Background: an optimization exercise with open tools, aiming at small area, a short achievable clock period and few clock cycles. Do not read the settings as production practice.
Where RTL was checked, it was by simulation tests only, not by an equivalence proof against the original.
Function not checked in runs 2 and 3: the RTL went through the layout flow alone.
No activity file was given, so power comes from the tool's default toggle rates.

File: flow/flow/run.sh
#!/bin/bash
set -euo pipefail
cd "$(dirname "$0")/.."
bash standard.sh synth > flow_synth.log 2>&1
bash standard.sh \
  "BUFFER_PORTS_ARGS=-buffer_cell sky130_fd_sc_hd__buf_2" \
  "CTS_ARGS=-sink_clustering_enable -repair_clock_nets -sink_clustering_size 30 -sink_clustering_max_diameter 60 -dont_use_dummy_load" \
  finish > flow_layout.log 2>&1
File: flow/standard.sh
#!/bin/bash
# synth_recipe.tcl (not shown) runs the flow's synth.tcl, then flattens the netlist and writes it again
# the make line also repeats each setting of config.mk as NAME=value (left out here)
make -C /OpenROAD-flow-scripts/flow DESIGN_CONFIG=/design/flow/config.mk WORK_HOME=/design/flow/orfs CLKGATE_MAP_FILE= SYNTH_SCRIPT=/design/flow/synth_recipe.tcl "${@:-finish}"
File: flow/config.mk
export PLATFORM = sky130hd
export DESIGN_NAME = axi4_burst_slave_mem
export DESIGN_NICKNAME = axi4_burst_slave_mem
export VERILOG_FILES = /design/flow/design.v
export SDC_FILE = /design/flow/constraint.sdc
export NUM_CORES = 4
export LEC_CHECK = 0
export CAP_MARGIN = 20
export CORE_MARGIN = 2
export CORE_UTILIZATION = 60
export CTS_CLUSTER_DIAMETER = 60
export CTS_CLUSTER_SIZE = 30
export SETUP_SLACK_MARGIN = 2.6
export SLEW_MARGIN = 20
export TNS_END_PERCENT = 5
File: flow/constraint.sdc
create_clock -name core_clock -period 5.0 [get_ports {S_AXI_ACLK}]
set_input_delay 1.0000 -clock core_clock [delete_from_list [all_inputs] [get_ports {S_AXI_ACLK}]]
set_output_delay 1.0000 -clock core_clock [all_outputs]
set_load 0.01 [all_outputs]
File: flow/design.v
module axi4_burst_slave_mem #(
  parameter int unsigned C_S_AXI_ID_WIDTH   = 1,
  parameter int unsigned C_S_AXI_DATA_WIDTH = 32,
  parameter int unsigned C_S_AXI_ADDR_WIDTH = 32,
  parameter int unsigned C_MEM_ADDR_BITS    = 6
) (
  input  logic                            S_AXI_ACLK,
  input  logic                            S_AXI_ARESETN,
  input  logic [C_S_AXI_ID_WIDTH-1:0]     S_AXI_AWID,
  input  logic [C_S_AXI_ADDR_WIDTH-1:0]   S_AXI_AWADDR,
  input  logic [7:0]                      S_AXI_AWLEN,
  input  logic [2:0]                      S_AXI_AWSIZE,
  input  logic [1:0]                      S_AXI_AWBURST,
  input  logic                            S_AXI_AWVALID,
  output logic                            S_AXI_AWREADY,
  input  logic [C_S_AXI_DATA_WIDTH-1:0]   S_AXI_WDATA,
  input  logic [C_S_AXI_DATA_WIDTH/8-1:0] S_AXI_WSTRB,
  input  logic                            S_AXI_WLAST,
  input  logic                            S_AXI_WVALID,
  output logic                            S_AXI_WREADY,
  output logic [C_S_AXI_ID_WIDTH-1:0]     S_AXI_BID,
  output logic [1:0]                      S_AXI_BRESP,
  output logic                            S_AXI_BVALID,
  input  logic                            S_AXI_BREADY,
  input  logic [C_S_AXI_ID_WIDTH-1:0]     S_AXI_ARID,
  input  logic [C_S_AXI_ADDR_WIDTH-1:0]   S_AXI_ARADDR,
  input  logic [7:0]                      S_AXI_ARLEN,
  input  logic [2:0]                      S_AXI_ARSIZE,
  input  logic [1:0]                      S_AXI_ARBURST,
  input  logic                            S_AXI_ARVALID,
  output logic                            S_AXI_ARREADY,
  output logic [C_S_AXI_ID_WIDTH-1:0]     S_AXI_RID,
  output logic [C_S_AXI_DATA_WIDTH-1:0]   S_AXI_RDATA,
  output logic [1:0]                      S_AXI_RRESP,
  output logic                            S_AXI_RLAST,
  output logic                            S_AXI_RVALID,
  input  logic                            S_AXI_RREADY
  ,
  output logic [15:0]                     S_AXI_ERR_CNT
);
  localparam int unsigned ID_W   = C_S_AXI_ID_WIDTH;
  localparam int unsigned DATA_W = C_S_AXI_DATA_WIDTH;
  localparam int unsigned STRB_W = DATA_W / 8;
  localparam int unsigned IDX_W  = C_MEM_ADDR_BITS;
  localparam int unsigned DEPTH  = 1 << IDX_W;
  localparam logic [1:0] BURST_FIXED = 2'b00;
  localparam logic [1:0] BURST_INCR  = 2'b01;
  localparam logic [1:0] BURST_WRAP  = 2'b10;
  localparam logic [1:0] RESP_OKAY   = 2'b00;
  localparam logic [1:0] RESP_SLVERR = 2'b10;
  function automatic logic wrap_len_ok(input logic [7:0] len);
    wrap_len_ok = (len == 8'd1) || (len == 8'd3) || (len == 8'd7) || (len == 8'd15);
  endfunction
  function automatic logic req_err(input logic [1:0] addr_lo, input logic [7:0] len,
                                   input logic [2:0] size, input logic [1:0] burst);
    logic bad_wrap;
    bad_wrap = (burst == BURST_WRAP) && (!wrap_len_ok(len) || (addr_lo != 2'b00));
    req_err = (size != 3'b010) || (burst == 2'b11) || bad_wrap;
  endfunction
  function automatic logic [1:0] eff_burst(input logic [7:0] len, input logic [1:0] burst);
    logic [1:0] b;
    b = burst;
    if (burst == 2'b11) b = BURST_INCR;
    else if (burst == BURST_WRAP && !wrap_len_ok(len)) b = BURST_INCR;
    eff_burst = b;
  endfunction
  function automatic logic [IDX_W-1:0] next_idx(input logic [IDX_W-1:0] idx,
                                                input logic [3:0] len_lo,
                                                input logic [1:0] burst);
    logic [IDX_W-1:0] mask;
    logic [IDX_W-1:0] nxt;
    mask = IDX_W'(len_lo);
    case (burst)
      BURST_FIXED: nxt = idx;
      BURST_WRAP:  nxt = (idx & ~mask) | ((idx + IDX_W'(1)) & mask);
      default:     nxt = idx + IDX_W'(1);
    endcase
    next_idx = nxt;
  endfunction
  logic [DATA_W-1:0] mem [DEPTH];
  logic              w_act;       
  logic [ID_W-1:0]   w_id;
  logic [IDX_W-1:0]  w_ptr;       
  logic [7:0]        w_left;      
  logic              w_over;      
  logic [3:0]        w_len_lo;
  logic [1:0]        w_burst;
  logic              w_err;
  logic              bq_v;
  logic [ID_W-1:0]   bq_id;
  logic              bq_err;
  logic              aw_hs, w_hs, b_hs;
  logic              c_first;
  logic [ID_W-1:0]   c_id;
  logic [IDX_W-1:0]  c_ptr;
  logic [7:0]        c_left;
  logic              c_over;
  logic [3:0]        c_len_lo;
  logic [1:0]        c_burst;
  logic              c_err;
  logic              c_at_last;
  logic              c_err_nxt;
  logic              b_push;
  logic              bo_v_n, bq_v_n, w_act_n;
  always_comb begin
    aw_hs    = S_AXI_AWVALID & S_AXI_AWREADY;
    w_hs     = S_AXI_WVALID & S_AXI_WREADY;
    b_hs     = S_AXI_BVALID & S_AXI_BREADY;
    c_first  = !w_act;
    c_id     = c_first ? S_AXI_AWID : w_id;
    c_ptr    = c_first ? S_AXI_AWADDR[IDX_W+1:2] : w_ptr;
    c_left   = c_first ? S_AXI_AWLEN : w_left;
    c_over   = c_first ? 1'b0 : w_over;
    c_len_lo = c_first ? S_AXI_AWLEN[3:0] : w_len_lo;
    c_burst  = c_first ? eff_burst(S_AXI_AWLEN, S_AXI_AWBURST) : w_burst;
    c_err    = c_first ? req_err(S_AXI_AWADDR[1:0], S_AXI_AWLEN, S_AXI_AWSIZE, S_AXI_AWBURST)
                       : w_err;
    c_at_last = !c_over && (c_left == 8'd0);
    c_err_nxt = c_err | (S_AXI_WLAST ? !c_at_last : c_at_last);
    b_push    = w_hs & S_AXI_WLAST;
    w_act_n   = (w_act | aw_hs) & !b_push;
    bo_v_n    = (S_AXI_BVALID & !b_hs) | bq_v | b_push;
    bq_v_n    = (S_AXI_BVALID & !b_hs) & (bq_v | b_push);
  end
  always_ff @(posedge S_AXI_ACLK) begin
    if (aw_hs || w_hs) begin
      w_id     <= c_id;
      w_len_lo <= c_len_lo;
      w_burst  <= c_burst;
    end
    if (aw_hs && !w_hs) begin
      w_ptr  <= c_ptr;
      w_left <= c_left;
      w_over <= 1'b0;
      w_err  <= c_err;
    end else if (w_hs) begin
      if (!c_over) begin
        w_ptr  <= next_idx(c_ptr, c_len_lo, c_burst);
        w_left <= c_left - 8'd1;
      end
      w_over <= c_over | c_at_last;
      w_err  <= c_err_nxt;
    end
  end
  always_ff @(posedge S_AXI_ACLK) begin
    if (w_hs && !c_over) begin
      for (int b = 0; b < int'(STRB_W); b++) begin
        if (S_AXI_WSTRB[b]) mem[c_ptr][8*b +: 8] <= S_AXI_WDATA[8*b +: 8];
      end
    end
  end
  always_ff @(posedge S_AXI_ACLK or negedge S_AXI_ARESETN) begin
    if (!S_AXI_ARESETN) begin
      w_act         <= 1'b0;
      bq_v          <= 1'b0;
      bq_id         <= '0;
      bq_err        <= 1'b0;
      S_AXI_AWREADY <= 1'b0;
      S_AXI_WREADY  <= 1'b0;
      S_AXI_BVALID  <= 1'b0;
      S_AXI_BID     <= '0;
      S_AXI_BRESP   <= RESP_OKAY;
    end else begin
      w_act <= w_act_n;
      if (!S_AXI_BVALID || b_hs) begin
        if (bq_v) begin
          S_AXI_BID   <= bq_id;
          S_AXI_BRESP <= bq_err ? RESP_SLVERR : RESP_OKAY;
        end else begin
          S_AXI_BID   <= c_id;
          S_AXI_BRESP <= c_err_nxt ? RESP_SLVERR : RESP_OKAY;
        end
      end
      if (b_push && (bq_v || (S_AXI_BVALID && !b_hs))) begin
        bq_id  <= c_id;
        bq_err <= c_err_nxt;
      end
      S_AXI_BVALID  <= bo_v_n;
      bq_v          <= bq_v_n;
      S_AXI_AWREADY <= !w_act_n && !bq_v_n;
      S_AXI_WREADY  <= w_act_n || !bq_v_n;
    end
  end
  logic              ap_v;
  logic [ID_W-1:0]   ap_id;
  logic [IDX_W-1:0]  ap_ptr;
  logic [7:0]        ap_len;
  logic [1:0]        ap_burst;
  logic              ap_err;
  logic              g_act;
  logic [ID_W-1:0]   g_id;
  logic [DEPTH-1:0]  g_sel;       
  logic [7:0]        g_left;      
  logic              g_last;      
  logic              g_err;
  logic              g_fix, g_inc, g_w2, g_w4, g_w8, g_w16;
  logic              ar_hs, r_hs, out_free, r_adv, g_free;
  logic [ID_W-1:0]   a_id;
  logic [IDX_W-1:0]  a_ptr;
  logic [7:0]        a_len;
  logic [1:0]        a_burst;
  logic              a_err;
  logic              a_wrap;
  logic              g_load, ap_v_n;
  logic [DEPTH-1:0]  a_sel, g_sel_adv, g_sel_n;
  logic              s_hold, s_inc, s_w2, s_w4, s_w8, s_w16;
  logic [DATA_W-1:0] g_rd_lo, g_rd_hi;
  logic [DATA_W-1:0] r_data_lo, r_data_hi;
  logic [DATA_W-1:0] r_data_lo_n, r_data_hi_n;
  always_comb begin
    ar_hs    = S_AXI_ARVALID & S_AXI_ARREADY;
    r_hs     = S_AXI_RVALID & S_AXI_RREADY;
    out_free = !S_AXI_RVALID | S_AXI_RREADY;
    r_adv    = g_act & out_free;
    g_free   = !g_act | (out_free & g_last);
    a_id    = ap_v ? ap_id    : S_AXI_ARID;
    a_ptr   = ap_v ? ap_ptr   : S_AXI_ARADDR[IDX_W+1:2];
    a_len   = ap_v ? ap_len   : S_AXI_ARLEN;
    a_burst = ap_v ? ap_burst : eff_burst(S_AXI_ARLEN, S_AXI_ARBURST);
    a_err   = ap_v ? ap_err   : req_err(S_AXI_ARADDR[1:0], S_AXI_ARLEN, S_AXI_ARSIZE,
                                        S_AXI_ARBURST);
    a_wrap  = (a_burst == BURST_WRAP);
    g_load  = g_free & (ap_v | ar_hs);
    ap_v_n  = (ap_v & !g_free) | (ar_hs & !(g_free & !ap_v));
    a_sel   = '0;
    a_sel[a_ptr] = 1'b1;
    s_hold = g_fix | !r_adv;
    s_inc  = g_inc & r_adv;
    s_w2   = g_w2 & r_adv;
    s_w4   = g_w4 & r_adv;
    s_w8   = g_w8 & r_adv;
    s_w16  = g_w16 & r_adv;
    for (int i = 0; i < int'(DEPTH); i++) begin
      g_sel_adv[i] = (s_hold & g_sel[i])
                   | ((s_inc | (s_w2 & (i % 2 != 0)) | (s_w4 & (i % 4 != 0))
                       | (s_w8 & (i % 8 != 0)) | (s_w16 & (i % 16 != 0)))
                      & g_sel[(i + int'(DEPTH) - 1) % int'(DEPTH)]);
      if (i % 2 == 0)  g_sel_adv[i] = g_sel_adv[i] | (s_w2 & g_sel[i + 1]);
      if (i % 4 == 0)  g_sel_adv[i] = g_sel_adv[i] | (s_w4 & g_sel[i + 3]);
      if (i % 8 == 0)  g_sel_adv[i] = g_sel_adv[i] | (s_w8 & g_sel[i + 7]);
      if (i % 16 == 0) g_sel_adv[i] = g_sel_adv[i] | (s_w16 & g_sel[i + 15]);
    end
    g_sel_n = ({DEPTH{g_load}} & a_sel) | ({DEPTH{!g_load}} & g_sel_adv);
    g_rd_lo = ~r_data_lo & {DATA_W{!r_adv}};
    g_rd_hi = ~r_data_hi & {DATA_W{!r_adv}};
    for (int i = 0; i < int'(DEPTH) / 2; i++) begin
      g_rd_lo = g_rd_lo | (mem[i] & {DATA_W{g_sel[i] & r_adv}});
      g_rd_hi = g_rd_hi
              | (mem[i + int'(DEPTH) / 2] & {DATA_W{g_sel[i + int'(DEPTH) / 2] & r_adv}});
    end
    r_data_lo_n = ~g_rd_lo;
    r_data_hi_n = ~g_rd_hi;
  end
  always_ff @(posedge S_AXI_ACLK) begin
    if (ar_hs) begin
      ap_id    <= S_AXI_ARID;
      ap_ptr   <= S_AXI_ARADDR[IDX_W+1:2];
      ap_len   <= S_AXI_ARLEN;
      ap_burst <= eff_burst(S_AXI_ARLEN, S_AXI_ARBURST);
      ap_err   <= req_err(S_AXI_ARADDR[1:0], S_AXI_ARLEN, S_AXI_ARSIZE, S_AXI_ARBURST);
    end
    g_sel     <= g_sel_n;
    r_data_lo <= r_data_lo_n;
    r_data_hi <= r_data_hi_n;
    if (g_load) begin
      g_id   <= a_id;
      g_left <= a_len;
      g_last <= (a_len == 8'd0);
      g_err  <= a_err;
      g_fix  <= (a_burst == BURST_FIXED);
      g_inc  <= (a_burst == BURST_INCR);
      g_w2   <= a_wrap & (a_len[3:0] == 4'd1);
      g_w4   <= a_wrap & (a_len[3:0] == 4'd3);
      g_w8   <= a_wrap & (a_len[3:0] == 4'd7);
      g_w16  <= a_wrap & (a_len[3:0] == 4'd15);
    end else if (r_adv) begin
      g_left <= g_left - 8'd1;
      g_last <= (g_left == 8'd1);
    end
    if (r_adv) begin
      S_AXI_RID   <= g_id;
      S_AXI_RRESP <= g_err ? RESP_SLVERR : RESP_OKAY;
      S_AXI_RLAST <= g_last;
    end
  end
  always_ff @(posedge S_AXI_ACLK or negedge S_AXI_ARESETN) begin
    if (!S_AXI_ARESETN) begin
      ap_v          <= 1'b0;
      g_act         <= 1'b0;
      S_AXI_ARREADY <= 1'b0;
      S_AXI_RVALID  <= 1'b0;
    end else begin
      ap_v          <= ap_v_n;
      g_act         <= g_load | (g_act & !g_free);
      S_AXI_ARREADY <= !ap_v_n;
      if (r_adv)     S_AXI_RVALID <= 1'b1;
      else if (r_hs) S_AXI_RVALID <= 1'b0;
    end
  end
  assign S_AXI_RDATA = ~(r_data_lo & r_data_hi);
  logic [15:0] err_cnt_n;         
  logic [15:0] err_cnt_c, err_p1_c, err_p2_c;
  logic        err_b_c, err_r_c;
  always_comb begin
    err_b_c   = b_hs & S_AXI_BRESP[1];
    err_r_c   = r_hs & S_AXI_RLAST & S_AXI_RRESP[1];
    err_cnt_c = ~err_cnt_n;
    err_p1_c  = (err_cnt_c == 16'hFFFF) ? 16'hFFFF : err_cnt_c + 16'd1;
    err_p2_c  = (err_cnt_c[15:1] == 15'h7FFF) ? 16'hFFFF : err_cnt_c + 16'd2;
  end
  always_ff @(posedge S_AXI_ACLK or negedge S_AXI_ARESETN) begin
    if (!S_AXI_ARESETN) begin
      S_AXI_ERR_CNT <= '0;
      err_cnt_n     <= '1;
    end else if (err_b_c && err_r_c) begin
      S_AXI_ERR_CNT <= err_p2_c;
      err_cnt_n     <= ~err_p2_c;
    end else if (err_b_c || err_r_c) begin
      S_AXI_ERR_CNT <= err_p1_c;
      err_cnt_n     <= ~err_p1_c;
    end
  end
endmodule
==> results of run 1 <==
-- path summary, 6_finish.rpt --
path,to,slack [ns],cells past startpoint
setup / recovery,r_data_hi[1],2.26,6
hold / removal,S_AXI_ERR_CNT[15],0.23,1
setup reg to reg,r_data_hi[1],2.26,6
hold reg to reg,S_AXI_RID,0.44,0
max in group asynchronous,async pin,4.28,1
min in group core_clock,ap_id,0.42,1
-- synth_stat cells (all sizes together), types with 42 or more instances --
master  number  share of area
and3        69         0.0051
o21ai       69         0.0041
a22o        95         0.0098
o22ai       60         0.0045
a222oi     151          0.018
nor4        42         0.0033
clkbuf     305          0.013
nor3        58         0.0034
dfxtp      129          0.030
a21oi       73         0.0043
nand4      104         0.0076
a221oi      79         0.0081
nand2      272          0.012
edfxtp    2108           0.74
a22oi      655          0.058
nand3      124         0.0073
nor2       330          0.015
buf         67         0.0035
-- cell usage in the layout (no fill, tap or decap), types with 16 or more instances in the layout --
cell	count
dfxtp_2	46
and3_2	27
a221oi_1	79
a21oi_1	72
nand3_1	115
nor2_4	110
mux2i_1	23
a22oi_1	655
nand2_4	21
nand4_1	104
nand2_2	27
nor4_1	33
o31ai_1	18
dfstp_2	16
o22ai_1	57
edfxtp_1	2108
a222oi_1	151
nor2_1	204
clkbuf_16	145
buf_2	141
nor3_1	55
buf_6	32
and4_1	31
dfxtp_1	79
buf_12	49
o21ai_0	62
buf_4	450
dfrtp_1	25
nand2_1	220
nor2_2	16
and3_1	29
a22o_1	95
a31oi_1	26
-- critical path, stage by stage, from the launching register on --
cell      delay, ns
dfxtp_1        0.70
buf_4          0.39
a222oi_1       0.39
nand3_1        0.13
o21ai_1        0.42
nand3_1        0.19
nor4_1         0.36
-- per-stage QoR --
stage               instance area, µm²  hold slack (ns)  total power [mW]   util
CTS                              95800            0.391              47.8  0.679
global placement                 90100            0.408              36.6  0.638
global route                     97200            0.256              49.9  0.688
floorplan                        85500            0.400              29.6      -
finish                           97200            0.232              49.2  0.688
detailed placement               90100            0.429              36.7  0.638
-- sequential cells by signal, summed over array words and instances (netlist names), 2 cells and up, named ones only --
register / cells
ap_len: 8
g_left: 8
ap_ptr: 6
r_data_hi: 32
r_data_lo: 32
err_cnt_n: 16
S_AXI_ERR_CNT: 16
g_sel: 64
ap_burst: 2
w_left: 8
mem: 2048
w_ptr: 6
w_len_lo: 4
w_burst: 2
-- layer usage --
layer | GRT usage | vias up
li1 | - | 22205
met4 | 0.199 | 8
met5 | 0 | -
met3 | 0.129 | 973
met1 | 0.586 | 28677
met2 | 0.623 | 5103
-- kinds of logic (layout without fill, tap and decap cells) --
family | count (synthesis) | after routing
multiplexers | 43 | 43
buffers and inverters | 394 | 845
XOR/XNOR | 27 | 27
AND/OR/NAND/NOR | 1097 | 1103
AO/OA/AOI/OAI | 1360 | 1360
adder cells (fa/ha/maj) | 8 | 8
flip-flops | 2282 | 2282
other | 1 | 11
-- power breakdown --
part	internal (mW)	switching [mW]
logic	4.32	10.2
clock network	5.11	5.90
registers	21.7	1.91
-- cell type report --
class	count	area, µm²
sequential	2282	67100
antenna	9	22.5
clock buffer	144	3600
multi-input combinational	2543	18400
tap	1890	2360
inverter	22	110
timing repair buffer	679	5590
fill	9575	44100
-- what timing repair did --
item,CTS,global route
setup endpoints to repair,2270,2160
setup buffers,85,58
pin swaps,46,34
gates resized for setup,292,173
cloned,5,4
hold endpoints to repair,0,0
==> summary.txt, run 1 <==
- The detailed-routing iteration count for the pre-antenna-repair pass is 9.
- The area fraction in and, or, nand and nor cells after synthesis is 0.0621.
- After the last flow step, the layout net total stands at 5815.
- The arrival time reported for the critical path endpoint is 3.36 ns.
- The first global-routing pass estimated 421000 µm of wire.
- The final weighted congestion in routability-driven placement is 0.966.
- For this run, the register share of the synthesized area comes to 0.787.
- The finished layout holds 7569 standard cells, fillers aside.
- The source of the critical timing path is g_sel[42].
- TritonCTS built the clock tree.
- The die covers 145000 µm².
- The adder and majority cell fraction of the synthesized area is 0.00115.
- Timing would allow up to 0.366 GHz.
- The later pin in the worst-skew pair is clocked with a latency of 0.81 ns.
- The largest voltage drop on the vdd net is 0.377 mV.
- The total number of yosys warnings is 1.
- Before CTS, the worst setup slack after placement is 0.721 ns.
- The post-synthesis cell type count is 84.
- The vertical die dimension is 381 µm.
- After floorplanning, the core was sized to cover 141000 µm².
- The total count of max-transition violations in the final report is 0.
- The number of max-cap violations is 0.
- By area, the combinational part of the netlist is dominated by compound AO/OA/AOI/OAI gates.
- For this block, the via count after detailed routing is 56966.
- In the final routed layout, each cell accounts on average for 41.1 µm.
- Of the cells placed in the final design, the portion with a size suffix greater than 1 is 0.214.
- For this configuration, the core starts out at a cell density of 0.603.
- The total clock buffers created by CTS is 144.
- The cell area power density is 506 nW/µm².
- The met2 routed wirelength is 136000 µm.
- Summing every instance area after synthesis gives 85100 µm².
- Data on the critical path is required at its endpoint by 5.63 ns.
- Using the TritonRoute via totals, the vias-per-cell ratio works out to 7.53.
- The number of rows in the core area is 138.
- The accumulated negative setup slack is 0 ns.
- Wires add up to 311000 µm.
- The startpoint-to-endpoint class of the critical path is flop to flop.
- Among all flip-flop cells after synthesis, the most frequent one is edfxtp_1.
- The startpoint identified for the worst register-to-register timing path is g_sel[42].
- In this run the worst path has a maximum fanout of 8.
- Signal routing reaches up to met5.
- Pin placement for this block handled 196 I/O pins.
- The met1 wire length is 109000 µm.
- Compared with the post-synthesis result, the final layout area differs by 14.2%.
- The total congestion overflow after global routing is 0.
- The post-synthesis compound-gate area fraction came to 0.123.
- The final clock skew is 0.0586 ns.
- The number of setup violations in the final report is 0.
- The number of buffers inserted by port buffering is 145.
- The share of synthesized area spent on multiplexers is 0.00525.
- Of the total synthesized cell area, the portion taken by XOR and XNOR cells is 0.00278.
- For this run, the total global-route usage over all layers was measured as 0.424.
- The min-delay analysis places its worst path in the category input port to async pin.
- The mean instance size in the synthesized netlist is 16.3 µm².
- The maximum level of the CTS H-tree is 4.
- Setup slack closes at 2.26 ns.
- The shortest period the worst path allows is 2.74 ns.
- The critical path launch point type is a flop.
- The worst setup path is captured at a flop.
- The number of remaining DRC errors is 0.
- The number of global-route vias before repair is 52534.
- The initial detailed-routing violation count is 10967.
- The total of hold buffers inserted after clock tree synthesis is 0.
- The horizontal die dimension is 381 µm.
- The flow ran to the end and the layout has no timing, DRC or antenna violations.
- Counting every instance in the synthesized netlist gives 5212.
- After detailed placement, the design holds a cell count of 7264.
- Yosys mapped a number of flops with a built-in enable equal to 2108.
- The final worst-path cycle share is 0.547.
- The initial antenna violation count came to 10.
- Counting flops with an async set or reset pin after synthesis yields a share of 0.0197.
- The number of storage elements in the synthesis netlist is 2282.
- The pin count of the biggest net entering global routing is 78.
- Detailed routing placed a total of 47600 µm of wire on met3.
- The remaining antenna violation count is 0.
- The normalized max-slew margin is 0.253.
- The slew at the pin closest to its max-slew limit is 1.12 ns.
- The clock net in this run drives a total of 2282 sinks.
- The clock transition at the register clock pins on the worst setup and hold paths after CTS is 0.08 ns.
- Clock tree synthesis selected as its root buffer the cell clkbuf_16.
- Summed over all cells, the static leakage comes to 31.2 nW.
- Setup repair after global routing could not meet its margin everywhere.
- The final hold violation count is 0.
- The deepest clock path buffer count is 3.
- The placed wire-length estimate is 194000 µm.
Testbench counts, summed over its fixed seeds: cycles 10,239.
==> run 2: changes to the inputs <==
--- a/flow/design.v
+++ b/flow/design.v
@@ -190,10 +190,11 @@
   logic              g_act;
   logic [ID_W-1:0]   g_id;
-  logic [DEPTH-1:0]  g_sel;       
-  logic [7:0]        g_left;      
+  logic [IDX_W-1:0]  g_ptr;
+  logic [7:0]        g_left;
   logic              g_last;      
+  logic [3:0]        g_len_lo;
+  logic [1:0]        g_burst;
   logic              g_err;
-  logic              g_fix, g_inc, g_w2, g_w4, g_w8, g_w16;
-  logic              ar_hs, r_hs, out_free, r_adv, g_free;
+  logic              ar_hs, r_hs, r_adv, g_free;
   logic [ID_W-1:0]   a_id;
   logic [IDX_W-1:0]  a_ptr;
@@ -201,17 +202,13 @@
   logic [1:0]        a_burst;
   logic              a_err;
-  logic              a_wrap;
   logic              g_load, ap_v_n;
-  logic [DEPTH-1:0]  a_sel, g_sel_adv, g_sel_n;
-  logic              s_hold, s_inc, s_w2, s_w4, s_w8, s_w16;
-  logic [DATA_W-1:0] g_rd_lo, g_rd_hi;
-  logic [DATA_W-1:0] r_data_lo, r_data_hi;
-  logic [DATA_W-1:0] r_data_lo_n, r_data_hi_n;
+  logic [IDX_W-1:0]  g_ptr_n;
+  logic [DEPTH-1:0]  g_sel;       
+  logic [DATA_W-1:0] g_rd;
   always_comb begin
-    ar_hs    = S_AXI_ARVALID & S_AXI_ARREADY;
-    r_hs     = S_AXI_RVALID & S_AXI_RREADY;
-    out_free = !S_AXI_RVALID | S_AXI_RREADY;
-    r_adv    = g_act & out_free;
-    g_free   = !g_act | (out_free & g_last);
+    ar_hs  = S_AXI_ARVALID & S_AXI_ARREADY;
+    r_hs   = S_AXI_RVALID & S_AXI_RREADY;
+    r_adv  = g_act & (!S_AXI_RVALID | S_AXI_RREADY);
+    g_free = !g_act | (r_adv & g_last);
     a_id    = ap_v ? ap_id    : S_AXI_ARID;
     a_ptr   = ap_v ? ap_ptr   : S_AXI_ARADDR[IDX_W+1:2];
@@ -220,35 +217,11 @@
     a_err   = ap_v ? ap_err   : req_err(S_AXI_ARADDR[1:0], S_AXI_ARLEN, S_AXI_ARSIZE,
                                         S_AXI_ARBURST);
-    a_wrap  = (a_burst == BURST_WRAP);
     g_load  = g_free & (ap_v | ar_hs);
     ap_v_n  = (ap_v & !g_free) | (ar_hs & !(g_free & !ap_v));
-    a_sel   = '0;
-    a_sel[a_ptr] = 1'b1;
-    s_hold = g_fix | !r_adv;
-    s_inc  = g_inc & r_adv;
-    s_w2   = g_w2 & r_adv;
-    s_w4   = g_w4 & r_adv;
-    s_w8   = g_w8 & r_adv;
-    s_w16  = g_w16 & r_adv;
-    for (int i = 0; i < int'(DEPTH); i++) begin
-      g_sel_adv[i] = (s_hold & g_sel[i])
-                   | ((s_inc | (s_w2 & (i % 2 != 0)) | (s_w4 & (i % 4 != 0))
-                       | (s_w8 & (i % 8 != 0)) | (s_w16 & (i % 16 != 0)))
-                      & g_sel[(i + int'(DEPTH) - 1) % int'(DEPTH)]);
-      if (i % 2 == 0)  g_sel_adv[i] = g_sel_adv[i] | (s_w2 & g_sel[i + 1]);
-      if (i % 4 == 0)  g_sel_adv[i] = g_sel_adv[i] | (s_w4 & g_sel[i + 3]);
-      if (i % 8 == 0)  g_sel_adv[i] = g_sel_adv[i] | (s_w8 & g_sel[i + 7]);
-      if (i % 16 == 0) g_sel_adv[i] = g_sel_adv[i] | (s_w16 & g_sel[i + 15]);
-    end
-    g_sel_n = ({DEPTH{g_load}} & a_sel) | ({DEPTH{!g_load}} & g_sel_adv);
-    g_rd_lo = ~r_data_lo & {DATA_W{!r_adv}};
-    g_rd_hi = ~r_data_hi & {DATA_W{!r_adv}};
-    for (int i = 0; i < int'(DEPTH) / 2; i++) begin
-      g_rd_lo = g_rd_lo | (mem[i] & {DATA_W{g_sel[i] & r_adv}});
-      g_rd_hi = g_rd_hi
-              | (mem[i + int'(DEPTH) / 2] & {DATA_W{g_sel[i + int'(DEPTH) / 2] & r_adv}});
-    end
-    r_data_lo_n = ~g_rd_lo;
-    r_data_hi_n = ~g_rd_hi;
+    if (g_load)     g_ptr_n = a_ptr;
+    else if (r_adv) g_ptr_n = next_idx(g_ptr, g_len_lo, g_burst);
+    else            g_ptr_n = g_ptr;
+    g_rd  = '0;
+    for (int i = 0; i < int'(DEPTH); i++) g_rd = g_rd | (mem[i] & {DATA_W{g_sel[i]}});
   end
   always_ff @(posedge S_AXI_ACLK) begin
@@ -260,18 +233,14 @@
       ap_err   <= req_err(S_AXI_ARADDR[1:0], S_AXI_ARLEN, S_AXI_ARSIZE, S_AXI_ARBURST);
     end
-    g_sel     <= g_sel_n;
-    r_data_lo <= r_data_lo_n;
-    r_data_hi <= r_data_hi_n;
+    g_ptr <= g_ptr_n;
+    g_sel <= '0;
+    g_sel[g_ptr_n] <= 1'b1;
     if (g_load) begin
-      g_id   <= a_id;
-      g_left <= a_len;
-      g_last <= (a_len == 8'd0);
-      g_err  <= a_err;
-      g_fix  <= (a_burst == BURST_FIXED);
-      g_inc  <= (a_burst == BURST_INCR);
-      g_w2   <= a_wrap & (a_len[3:0] == 4'd1);
-      g_w4   <= a_wrap & (a_len[3:0] == 4'd3);
-      g_w8   <= a_wrap & (a_len[3:0] == 4'd7);
-      g_w16  <= a_wrap & (a_len[3:0] == 4'd15);
+      g_id     <= a_id;
+      g_left   <= a_len;
+      g_last   <= (a_len == 8'd0);
+      g_len_lo <= a_len[3:0];
+      g_burst  <= a_burst;
+      g_err    <= a_err;
     end else if (r_adv) begin
       g_left <= g_left - 8'd1;
@@ -279,4 +248,5 @@
     end
     if (r_adv) begin
+      S_AXI_RDATA <= g_rd;
       S_AXI_RID   <= g_id;
       S_AXI_RRESP <= g_err ? RESP_SLVERR : RESP_OKAY;
@@ -298,26 +268,16 @@
     end
   end
-  assign S_AXI_RDATA = ~(r_data_lo & r_data_hi);
-  logic [15:0] err_cnt_n;         
-  logic [15:0] err_cnt_c, err_p1_c, err_p2_c;
+  logic [15:0] err_p1_c, err_p2_c;
   logic        err_b_c, err_r_c;
   always_comb begin
-    err_b_c   = b_hs & S_AXI_BRESP[1];
-    err_r_c   = r_hs & S_AXI_RLAST & S_AXI_RRESP[1];
-    err_cnt_c = ~err_cnt_n;
-    err_p1_c  = (err_cnt_c == 16'hFFFF) ? 16'hFFFF : err_cnt_c + 16'd1;
-    err_p2_c  = (err_cnt_c[15:1] == 15'h7FFF) ? 16'hFFFF : err_cnt_c + 16'd2;
+    err_b_c  = b_hs & S_AXI_BRESP[1];
+    err_r_c  = r_hs & S_AXI_RLAST & S_AXI_RRESP[1];
+    err_p1_c = (S_AXI_ERR_CNT == 16'hFFFF) ? 16'hFFFF : S_AXI_ERR_CNT + 16'd1;
+    err_p2_c = (S_AXI_ERR_CNT[15:1] == 15'h7FFF) ? 16'hFFFF : S_AXI_ERR_CNT + 16'd2;
   end
   always_ff @(posedge S_AXI_ACLK or negedge S_AXI_ARESETN) begin
-    if (!S_AXI_ARESETN) begin
-      S_AXI_ERR_CNT <= '0;
-      err_cnt_n     <= '1;
-    end else if (err_b_c && err_r_c) begin
-      S_AXI_ERR_CNT <= err_p2_c;
-      err_cnt_n     <= ~err_p2_c;
-    end else if (err_b_c || err_r_c) begin
-      S_AXI_ERR_CNT <= err_p1_c;
-      err_cnt_n     <= ~err_p1_c;
-    end
+    if (!S_AXI_ARESETN)          S_AXI_ERR_CNT <= '0;
+    else if (err_b_c && err_r_c) S_AXI_ERR_CNT <= err_p2_c;
+    else if (err_b_c || err_r_c) S_AXI_ERR_CNT <= err_p1_c;
   end
 endmodule
==> flow/run.sh (new file) <==
#!/bin/bash
# synth_recipe.tcl (not shown) runs the flow's synth.tcl, then flattens the netlist and writes it again
# the make line also repeats each setting of config.mk as NAME=value (left out here)
make -C /OpenROAD-flow-scripts/flow DESIGN_CONFIG=/design/flow/config.mk WORK_HOME=/design/flow/orfs CLKGATE_MAP_FILE= SYNTH_SCRIPT=/design/flow/synth_recipe.tcl finish
removed: flow/flow/run.sh
removed: flow/standard.sh
==> summary.txt, run 2 <==
- The overall die area was 139000 µm² (-3.9%).
- The placed wire-length estimate came to 183000 µm (-5.5%).
- The pin count of the biggest net entering global routing is 65 (-17%).
- The critical path goes through buf_6 -> a22o_1 -> a221oi_2 -> nand4_1 -> or4_1.
- The library cell used most frequently in the layout, excluding fill and tap cells, is edfxtp_1.
- The starting density of the core is 0.604 (+0.00147).
- By startpoint and endpoint, the worst setup path is classified as flop to flop.
- The power share of the combinational group is 0.276 (-0.020).
- The area share of the largest cell type after synthesis is 0.786 (+0.0425).
- After synthesis, the cell types taking the most area are edfxtp_1, a221oi_1, a22o_1.
- The cell leakage power is 31.4 nW (+0.51%).
- The detailed-routing iteration count for the pre-antenna-repair pass is 6 (-3).
- The number of buffer and inverter instances along the worst setup path came to 1 (unchanged).
- The horizontal die dimension is 373 µm (-2.0%).
- The capture point of the worst reg-to-reg path is S_AXI_RDATA[18].
- The clock transition at the register clock pins on the worst setup and hold paths after CTS is 0.09 ns (about the same).
- The cell sitting at the root of the clock tree is a clkbuf_16.
- The share of final-layout standard cells stronger than drive strength 1 is 0.224 (+0.0106).
- The post-synthesis compound-gate area fraction is 0.121 (-0.00281).
- The fraction of met3 tracks used by global routing is 0.130 (+0.00104).
- The met2 layer usage reported by global route is 0.647 (+0.0245).
- The initial antenna violation count was 16 (+6).
- The clock network latency to the later pin of the worst-skew pair is 0.84 ns (+0.03 ns).
- The cell family contributing the most delay on the critical path is simple AND/OR/NAND/NOR gates.
- The synthesized area is 81800 µm² (-4.0%).
- The accumulated negative setup slack is 0 ns (unchanged).
- The remaining antenna violation count is 0 (unchanged).
- The standard cell core area was 135000 µm² (-4.2%).
- The via density per instance is 7.59 (+0.83%).
- The adder and majority cell fraction of the synthesized area is 0.00122 (+0.0000780).
- The layer with the highest usage is met2.
- The async set or reset register ratio after synthesis is 0.0129 (-0.00677).
- The kind of end point of the critical path is a flop.
- The deepest clock path buffer count came to 3 (unchanged).
- The delay of the slowest cell on the worst path is 0.61 ns (-0.09 ns).
- The largest area contributor in the synthesized netlist is edfxtp_1.
- For this run, the leading register cell type out of synthesis is edfxtp_1.
- The required time of the critical path is 5.55 ns (-0.08 ns).
- The maximum operating frequency is 0.353 GHz (-3.3%).
- The normalized max-slew margin is 0.357 (+0.104).
- The global routing met1 resource utilization is 0.603 (+0.0170).
- The total number of yosys warnings is 1 (unchanged).
- The xor-xnor portion of the synthesized cell area came to 0.00321 (+0.000436).
- The largest registers in the layout are mem x2048, g_sel x64, S_AXI_RDATA x32.
- The critical path launch point type is a flop.
- The number of nets in the layout is 5245 (-9.8%).
- The flip-flop count of the largest register after layout came to 2048 (unchanged).
- The power spent charging and discharging nets is 16.8 mW (-6.7%).
- The final hold violation count is 0 (unchanged).
- Ranked by instance count, the synthesized netlist is headed by edfxtp_1, a221oi_1, a22o_1, nor2_1, clkbuf_1.
- The leading cell type by number of instances after synthesis is edfxtp_1.
- The cell count after synthesis is 4505 (-14%).
- The internal power is 33.0 mW (+6.1%).
- The worst hold path belongs to the class input port to async pin.
- The post-synthesis cell type count is 71 (-15%).
- The run finished with no timing, DRC or antenna violations.
- The largest individual stage delay along the critical path comes from the cell or4_1.
- The number of cells on the worst reg-to-reg path came to 5 (-1).
- The final weighted congestion in routability-driven placement was 0.920 (-4.7%).
- The clock share of power is 0.271 (+0.047).
- The final clock skew is 0.0455 ns (-0.0130 ns).
- The number of rows in the core area was 135 (-2.2%).
- The total congestion overflow after global routing is 0 (unchanged).
- The number of buffers inserted by port buffering is 145 (unchanged).
- The number of remaining DRC errors was 0 (unchanged).
- The area fraction in and, or, nand and nor cells after synthesis came to 0.0457 (-0.0165).
- The top cell types in the final layout, fill and taps aside, are edfxtp_1, a22o_1, a221oi_1.
- The shortest period the worst path allows is 2.83 ns (+0.0936 ns).
- The number of global-route vias before repair is 48917 (-6.9%).
- The maximum level of the CTS H-tree was 4 (unchanged).
- The number of storage elements in the synthesis netlist was 2240 (-1.8%).
- The vertical die dimension is 373 µm (-2.0%).
- The number of setup violations in the final report is 0 (unchanged).
- The synthesis-to-layout area growth is 17.9%.
- The post-detailed-routing wire length is 312000 µm (+0.26%).
- The count of clock tree sinks is 2240 (-1.8%).
- The number of enable-type register cells in the synthesized netlist is 2140 (+1.5%).
- The share of power burned in registers is 0.453 (-0.027).
- The largest voltage drop on the vdd net is 0.500 mV (+32%).
- The number of max-cap violations came to 0 (unchanged).
- The final worst-path cycle share is 0.566 (+0.0187).
- The flop-to-flop setup slack is 2.17 ns (-0.09 ns).
- The biggest fanout along the worst timing path came to 21 (+13).
- The share of synthesized area spent on multiplexers is 0.00421 (-0.00104).
- The slew at the pin closest to its max-slew limit came to 0.965 ns (-0.154 ns).
- The detailed-route via count is 53243 (-6.5%).
- The final design utilization is 0.712 (+0.0244).
- By area, the combinational part of the netlist is dominated by compound AO/OA/AOI/OAI gates.
- The total count of max-transition violations in the final report is 0 (unchanged).
- The wire length of the first global-routing pass is 409000 µm (-2.8%).
- The arrival time reported for the critical path endpoint is 3.38 ns (+0.02 ns).
- The mean instance size in the synthesized netlist is 18.1 µm² (+11%).
- Setup repair after global routing could not meet its margin everywhere.
- The clock tree from TritonCTS is done.
- The post-detailed-route wirelength per cell is 44.5 µm (+8.2%).
- The cell area power density is 517 nW/µm² (+2.2%).
- The initial detailed-routing violation count came to 10428 (-4.9%).
- The sequential cell area fraction in the yosys report came to 0.812 (+0.0250).
- The top-level I/O count came to 196 (unchanged).
- The net switching share of the total power was 0.338 (-0.0292).
- The total clock buffers created by CTS is 144 (unchanged).
- mem holds more flip-flops than any other register.
- The combined global-route utilization of all metal layers is 0.438 (+0.0139).
- The worst register-to-register path begins at g_sel[5].
-- run 2: worst max-delay path by stage --
| stage | from | to | slack, ns | depth (start not counted) |
|---|---|---|---|---|
| 3_3_place_gp | S_AXI_RREADY | g_sel[56] | 0.60 | 13 |
| 3_5_place_dp | S_AXI_RREADY | g_sel[59] | 0.52 | 13 |
| 6_report | g_sel[5] | S_AXI_RDATA[18] | 2.17 | 5 |
| 4_1_cts | S_AXI_RDATA[26] | S_AXI_RDATA[26] | 2.27 | 1 |
| 5_1_grt | S_AXI_RVALID | g_sel[16] | 2.13 | 11 |
| 2_1_floorplan | S_AXI_RREADY | g_sel[2] | 1.70 | 14 |
-- run 2: power by group through the flow --
stage / Combinational, mW / Sequential [mW] / Clock (mW)
2_1_floorplan: 5.65 / 22.4 / 0
3_3_place_gp: 10.9 / 23.3 / 0
3_5_place_dp: 11.0 / 23.3 / 0
4_1_cts: 12.2 / 22.8 / 13.5
5_1_grt: 13.9 / 22.6 / 14.1
6_report: 13.8 / 22.6 / 13.5
-- run 2: cell type report --
type,instances,area [µm²]
fillers,8558,38900
clock inverters,101,1250
repair inverters,1,3.75
clock buffers,167,3970
multi-input cells,2000,16000
inverters,34,143
flip-flops and latches,2240,66600
repair buffers,680,6210
well taps,1781,2230
diodes,12,30.0
-- run 2: metrics by stage --
step / power [mW] / instances / hold WS, ns / setup WS, ns / area [µm²]
after CTS: 48.5 / 6927 / 0.267 / 2.27 / 94600
after global placement: 34.2 / 6565 / 0.408 / 0.600 / 87500
after detailed placement: 34.3 / 6565 / 0.426 / 0.520 / 87500
after global routing: 50.5 / 7005 / 0.326 / 2.13 / 96400
final: 49.8 / 7016 / 0.272 / 2.17 / 96400
after floorplan: 28.0 / 4506 / 0.400 / 1.70 / 82000
-- run 2: cells by family (layout without fill, tap and decap cells) --
| family | Yosys count | count (layout) |
|---|---|---|
| flip-flops | 2240 | 2240 |
| XOR/XNOR | 30 | 30 |
| buffers and inverters | 270 | 983 |
| AND/OR/NAND/NOR | 774 | 775 |
| other | 1 | 14 |
| adder cells (fa/ha/maj) | 8 | 8 |
| multiplexers | 33 | 34 |
| AO/OA/AOI/OAI | 1149 | 1151 |
-- run 2: worst register-to-register path, cell delays in order (launching register included) --
cell and delay, ns:
dfxtp_2 0.56, buf_6 0.38, a22o_1 0.29, a221oi_2 0.38, nand4_1 0.35, or4_1 0.61
-- run 2: per-layer routing --
layer	part of all wire	wire, µm	vias up
met1	0.34	106000	27133
met5	0.00059	184	-
met2	0.44	137000	4976
li1	-	-	20189
met4	0.059	18400	12
met3	0.16	50000	933
-- run 2: what timing repair did --
| action | in CTS | in global routing |
|---|---|---|
| buffers inserted | 88 | 74 |
| pin swaps | 59 | 32 |
| cloned | 6 | 3 |
| resized for setup | 334 | 223 |
| hold buffers | 0 | 0 |
| setup endpoints to repair | 2243 | 2154 |
==> run 3: changes to the inputs <==
--- a/flow/design.v
+++ b/flow/design.v
@@ -87,4 +87,8 @@
   logic [1:0]        w_burst;
   logic              w_err;
+  logic              wp_v;
+  logic [IDX_W-1:0]  wp_ptr;
+  logic [DATA_W-1:0] wp_data;
+  logic [STRB_W-1:0] wp_strb;
   logic              bq_v;
   logic [ID_W-1:0]   bq_id;
@@ -124,4 +128,7 @@
   end
   always_ff @(posedge S_AXI_ACLK) begin
+    wp_ptr  <= c_ptr;
+    wp_data <= S_AXI_WDATA;
+    wp_strb <= S_AXI_WSTRB;
     if (aw_hs || w_hs) begin
       w_id     <= c_id;
@@ -144,7 +151,7 @@
   end
   always_ff @(posedge S_AXI_ACLK) begin
-    if (w_hs && !c_over) begin
+    if (wp_v) begin
       for (int b = 0; b < int'(STRB_W); b++) begin
-        if (S_AXI_WSTRB[b]) mem[c_ptr][8*b +: 8] <= S_AXI_WDATA[8*b +: 8];
+        if (wp_strb[b]) mem[wp_ptr][8*b +: 8] <= wp_data[8*b +: 8];
       end
     end
@@ -153,4 +160,5 @@
     if (!S_AXI_ARESETN) begin
       w_act         <= 1'b0;
+      wp_v          <= 1'b0;
       bq_v          <= 1'b0;
       bq_id         <= '0;
@@ -163,4 +171,5 @@
     end else begin
       w_act <= w_act_n;
+      wp_v  <= w_hs & !c_over;
       if (!S_AXI_BVALID || b_hs) begin
         if (bq_v) begin
@@ -192,5 +201,4 @@
   logic [IDX_W-1:0]  g_ptr;
   logic [7:0]        g_left;
-  logic              g_last;      
   logic [3:0]        g_len_lo;
   logic [1:0]        g_burst;
@@ -203,6 +211,5 @@
   logic              a_err;
   logic              g_load, ap_v_n;
-  logic [IDX_W-1:0]  g_ptr_n;
-  logic [DEPTH-1:0]  g_sel;       
+  logic [DEPTH-1:0]  g_sel;
   logic [DATA_W-1:0] g_rd;
   always_comb begin
@@ -210,5 +217,5 @@
     r_hs   = S_AXI_RVALID & S_AXI_RREADY;
     r_adv  = g_act & (!S_AXI_RVALID | S_AXI_RREADY);
-    g_free = !g_act | (r_adv & g_last);
+    g_free = !g_act | (r_adv & (g_left == 8'd0));
     a_id    = ap_v ? ap_id    : S_AXI_ARID;
     a_ptr   = ap_v ? ap_ptr   : S_AXI_ARADDR[IDX_W+1:2];
@@ -219,7 +226,6 @@
     g_load  = g_free & (ap_v | ar_hs);
     ap_v_n  = (ap_v & !g_free) | (ar_hs & !(g_free & !ap_v));
-    if (g_load)     g_ptr_n = a_ptr;
-    else if (r_adv) g_ptr_n = next_idx(g_ptr, g_len_lo, g_burst);
-    else            g_ptr_n = g_ptr;
+    g_sel = '0;
+    g_sel[g_ptr] = 1'b1;
     g_rd  = '0;
     for (int i = 0; i < int'(DEPTH); i++) g_rd = g_rd | (mem[i] & {DATA_W{g_sel[i]}});
@@ -233,17 +239,14 @@
       ap_err   <= req_err(S_AXI_ARADDR[1:0], S_AXI_ARLEN, S_AXI_ARSIZE, S_AXI_ARBURST);
     end
-    g_ptr <= g_ptr_n;
-    g_sel <= '0;
-    g_sel[g_ptr_n] <= 1'b1;
     if (g_load) begin
       g_id     <= a_id;
+      g_ptr    <= a_ptr;
       g_left   <= a_len;
-      g_last   <= (a_len == 8'd0);
       g_len_lo <= a_len[3:0];
       g_burst  <= a_burst;
       g_err    <= a_err;
     end else if (r_adv) begin
+      g_ptr  <= next_idx(g_ptr, g_len_lo, g_burst);
       g_left <= g_left - 8'd1;
-      g_last <= (g_left == 8'd1);
     end
     if (r_adv) begin
@@ -251,5 +254,5 @@
       S_AXI_RID   <= g_id;
       S_AXI_RRESP <= g_err ? RESP_SLVERR : RESP_OKAY;
-      S_AXI_RLAST <= g_last;
+      S_AXI_RLAST <= (g_left == 8'd0);
     end
   end
--- a/flow/config.mk
+++ b/flow/config.mk
@@ -8,8 +8,4 @@
 export CAP_MARGIN = 20
 export CORE_MARGIN = 2
-export CORE_UTILIZATION = 60
-export CTS_CLUSTER_DIAMETER = 60
-export CTS_CLUSTER_SIZE = 30
-export SETUP_SLACK_MARGIN = 2.6
+export CORE_UTILIZATION = 40
 export SLEW_MARGIN = 20
-export TNS_END_PERCENT = 5
==> summary.txt, run 3 <==
- The final weighted congestion in routability-driven placement is 1.02 (+11%).
- The total of hold buffers inserted after clock tree synthesis is 0 (unchanged).
- The async set or reset register ratio after synthesis is 0.0135 (+0.000579).
- The leading cell type by number of instances after synthesis is edfxtp_1.
- The placed wire-length estimate came to 200000 µm (+9.3%).
- The cell leakage power is 30.8 nW (-1.9%).
- The number of setup violations in the final report is 0 (unchanged).
- The number of enable-type register cells in the synthesized netlist is 2145 (+0.23%).
- The largest registers in the layout are mem x2048, S_AXI_RDATA x32, wp_data x32.
- TritonCTS built the clock tree.
- The number of post-CTS setup repair buffers is 0 (-100%).
- The number of global-route vias before repair is 48742 (-0.36%).
- The mean instance size in the synthesized netlist is 16.8 µm² (-7.7%).
- The final worst-path cycle share was 0.960 (+0.394).
- The count of instances resized after the clock tree is built is 0 (-100%).
- The via density per instance was 6.36 (-16%).
- Setup repair after global routing left no endpoint under its margin.
- The biggest fanout along the worst timing path is 26 (+24%).
- The post-synthesis cell type count came to 91 (+28%).
- The cell that appears most often on the critical path is buf_4.
- The synthesized area is 83000 µm² (+1.5%).
- The number of rows in the core area is 167 (+24%).
- The initial antenna violation count was 16 (unchanged).
- The post-detailed-routing wire length is 295000 µm (-5.4%).
- The cell area power density is 407 nW/µm² (-21%).
- The number of max-cap violations is 0 (unchanged).
- The slowest cell on the critical path is o21ai_1.
- The vertical die dimension was 460 µm (+23%).
- The worst hold-check slack is 0.403 ns (+0.131 ns).
- The required time of the critical path is 5.51 ns (-0.04 ns).
- The count of clock tree sinks is 2218 (-0.98%).
- The total count of max-transition violations in the final report came to 0 (unchanged).
- The number of buffer and inverter instances along the worst setup path is 3 (+2).
- The largest voltage drop on the vdd net is 0.330 mV (-34%).
- The standard cell core area was 207000 µm² (+53%).
- The shortest period the worst path allows is 4.80 ns (+1.97 ns).
- The detailed-route via count is 52504 (-1.4%).
- The total clock buffers created by CTS is 215 (+49%).
- The number of nets in the layout is 5515 (+5.1%).
- Counting instances in the post-synthesis netlist gives the leading cell types as edfxtp_1, a22oi_1, nor2_1, nand2_1, clkbuf_1.
- The post-detailed-route wirelength per cell is 35.7 µm (-20%).
- The normalized max-slew margin came to 0.162 (-0.194).
- The maximum operating frequency is 0.208 GHz (-41%).
- The number of storage elements in the synthesis netlist is 2218 (-0.98%).
- The total number of yosys warnings is 1 (unchanged).
- The total congestion overflow after global routing is 0 (unchanged).
- The remaining antenna violation count was 0 (unchanged).
- The largest area contributor in the synthesized netlist is edfxtp_1.
- The path class of the tightest hold or removal check is flop to flop.
- The most used flip-flop cell after synthesis is edfxtp_1.
- The accumulated negative setup slack is 0 ns (unchanged).
- The clock transition at the register clock pins on the worst setup and hold paths after CTS was 0.06 ns (-0.03 ns).
- The clock root buffer is clkbuf_16.
- The wire length of the first global-routing pass is 401000 µm (-2.0%).
- The top cell types in the final layout, fill and taps aside, are edfxtp_1, a22oi_1, buf_4.
- The starting density of the core is 0.402 (-0.203).
- The flip-flop count of the largest register after layout is 2048 (unchanged).
- The final clock skew is 0.0563 ns (+0.0108 ns).
- The arrival time reported for the critical path endpoint is 5.30 ns (+1.92 ns).
- The number of remaining DRC errors was 0 (unchanged).
- Walking the worst path, the cells encountered are buf_4 -> o21a_1 -> nor3_1 -> o21ai_1 -> nor2_2 -> buf_4 -> a222oi_1 -> nand4_1 -> nor4_1 -> buf_4 -> nand4_1.
- The flop-to-flop setup slack is 0.20 ns (-1.97 ns).
- The area share of the largest cell type after synthesis is 0.776 (-0.0101).
- Compared with the post-synthesis result, the final layout area differs by 17.2%.
- The start point of the worst hold path is g_err.
- By area the synthesized netlist is led by edfxtp_1, a22oi_1, nor2_1.
- The final hold violation count is 0 (unchanged).
- STA classifies the critical path startpoint as a flop.
- The flow ran to the end and the layout has no timing, DRC or antenna violations.
- The slew at the pin closest to its max-slew limit was 1.25 ns (+0.287 ns).
- The sequential cell area fraction in the yosys report is 0.795 (-0.0169).
- The library cell used most frequently in the layout, excluding fill and tap cells, is edfxtp_1.
- The pin count of the biggest net entering global routing was 65 (unchanged).
- The combined global-route utilization of all metal layers is 0.274 (-0.163).
- The maximum level of the CTS H-tree is 4 (unchanged).
- The clock network latency to the later pin of the worst-skew pair is 0.90 ns (+0.06 ns).
- The cell count after synthesis is 4954 (+10%).
- The kind of cell with the highest combined delay along the critical path is compound AO/OA/AOI/OAI gates.
- The horizontal die dimension is 460 µm (+23%).
- The number of buffers inserted by port buffering came to 145 (unchanged).
- The deepest clock path buffer count was 3 (unchanged).
- The delay of the slowest cell on the worst path is 0.95 ns (+0.34 ns).
- The initial detailed-routing violation count is 8788 (-16%).
- The kind of end point of the critical path is a flop.
- The critical path is of the flop to flop type.
- The share of final-layout standard cells stronger than drive strength 1 is 0.151 (-0.0730).
- The detailed-routing iteration count for the pre-antenna-repair pass is 7 (+1).
- The overall die area is 211000 µm² (+52%).
- The top-level I/O count came to 196 (unchanged).
- The register bank with the most flops is mem.
[run 3: cell count changes in the layout (fill, tap and decap cells not counted), moves of 83 or more]
cell             previous run  this run
buf_4                     437       312
a22oi_1                     1       644
clkdlybuf4s50_1            62       145
nand2_1                    81       297
a22o_1                    514        80
a221oi_1                  459        93
[run 3: logic make-up (layout without fill, tap and decap cells)]
group / after synthesis / after routing / synth area share
xor gates and xnor gates: 33 / 33 / 0.00357
AOI/OAI and AO/OA: 1243 / 1243 / 0.115
muxes: 58 / 58 / 0.00731
adders and majority gates: 10 / 10 / 0.00151
other: 1 / 7 / 0.0000452
buffers and inverters: 301 / 896 / 0.0148
DFF: 2218 / 2218 / 0.795
and+or+nand+nor: 1090 / 1090 / 0.0624
[run 3: per-stage QoR]
step | cell area [µm²] | power, mW | setup WS (ns) | std cells | util
2_1_floorplan | 83000 | 22.1 | 0.926 | 4955 | -
3_3_place_gp | 89900 | 23.2 | 0.188 | 7848 | 0.435
3_5_place_dp | 90000 | 23.2 | 0.288 | 7852 | 0.435
4_1_cts | 97200 | 39.6 | 0.270 | 8250 | 0.470
5_1_grt | 97200 | 40.4 | 0.154 | 8255 | 0.471
6_report | 97300 | 39.6 | 0.201 | 8259 | 0.471
[run 3: path summary, 6_finish.rpt]
check | endpoint | cells after the start
max | S_AXI_RDATA[21] | 11
min | S_AXI_RRESP[1] | 0
min in group asynchronous | S_AXI_RVALID | 2
max in group asynchronous | S_AXI_ERR_CNT[15] | 2
max reg2reg | S_AXI_RDATA[21] | 11
min reg2reg | S_AXI_RRESP[1] | 0
[run 3: layer usage]
layer | track usage | part of all wire | vias up
li1 | - | - | 21108
met4 | 0.119 | 0.052 | 8
met2 | 0.406 | 0.44 | 3925
met3 | 0.0739 | 0.13 | 656
met1 | 0.381 | 0.38 | 26807
met5 | 0 | 0.00023 | -
[run 3: area by class of cell]
cell class | instances | area, µm²
Fill cell | 17382 | 109000
Sequential cell | 2218 | 66100
Multi-Input combinational cell | 2436 | 16400
Clock buffer | 247 | 5560
Timing Repair Buffer | 474 | 4110
Tap cell | 2704 | 3380
Clock inverter | 151 | 1660
Inverter | 24 | 90.1
Antenna cell | 5 | 12.5
[run 3: power breakdown]
group,switching [mW],internal [mW]
clock network,7.28,9.38
registers,0.203,20.7
logic,1.41,0.567

re-timing with driven ports:
In the flow no input, the clock included, has a driving cell. The finished layouts below were timed again as built, in two steps. Step 1: set_driving_cell puts a clkbuf_16 on S_AXI_ACLK and a buf_2 on each other input, an assumption about the parent block. Step 2 times the ports against the registers' clock, not the clock port: input delays grow and output delays shrink by t, the midpoint of the rising clock arrivals with the driver on. Three values: ideal, step 1, step 2; two values: the first two.
run | t, ns | setup slack, ns | worst setup path at the end | clock arrival spread, ns | pins driven straight from the clock port
run 1 | 0.864 | 2.265 / 2.265 / 1.587 | input to register | 0.064 / 0.064 | 1
run 2 | 0.898 | 2.171 / 2.171 / 1.318 | input to register | 0.053 / 0.052 | 1
run 3 | 0.952 | 0.201 / 0.201 / 0.201 | register to register | 0.061 / 0.062 | 1
After both steps every run listed still meets setup and hold. For run 2, which loses most, drivers alone change the setup slack by 0.000 ns; drivers and shift together by -0.853 ns.
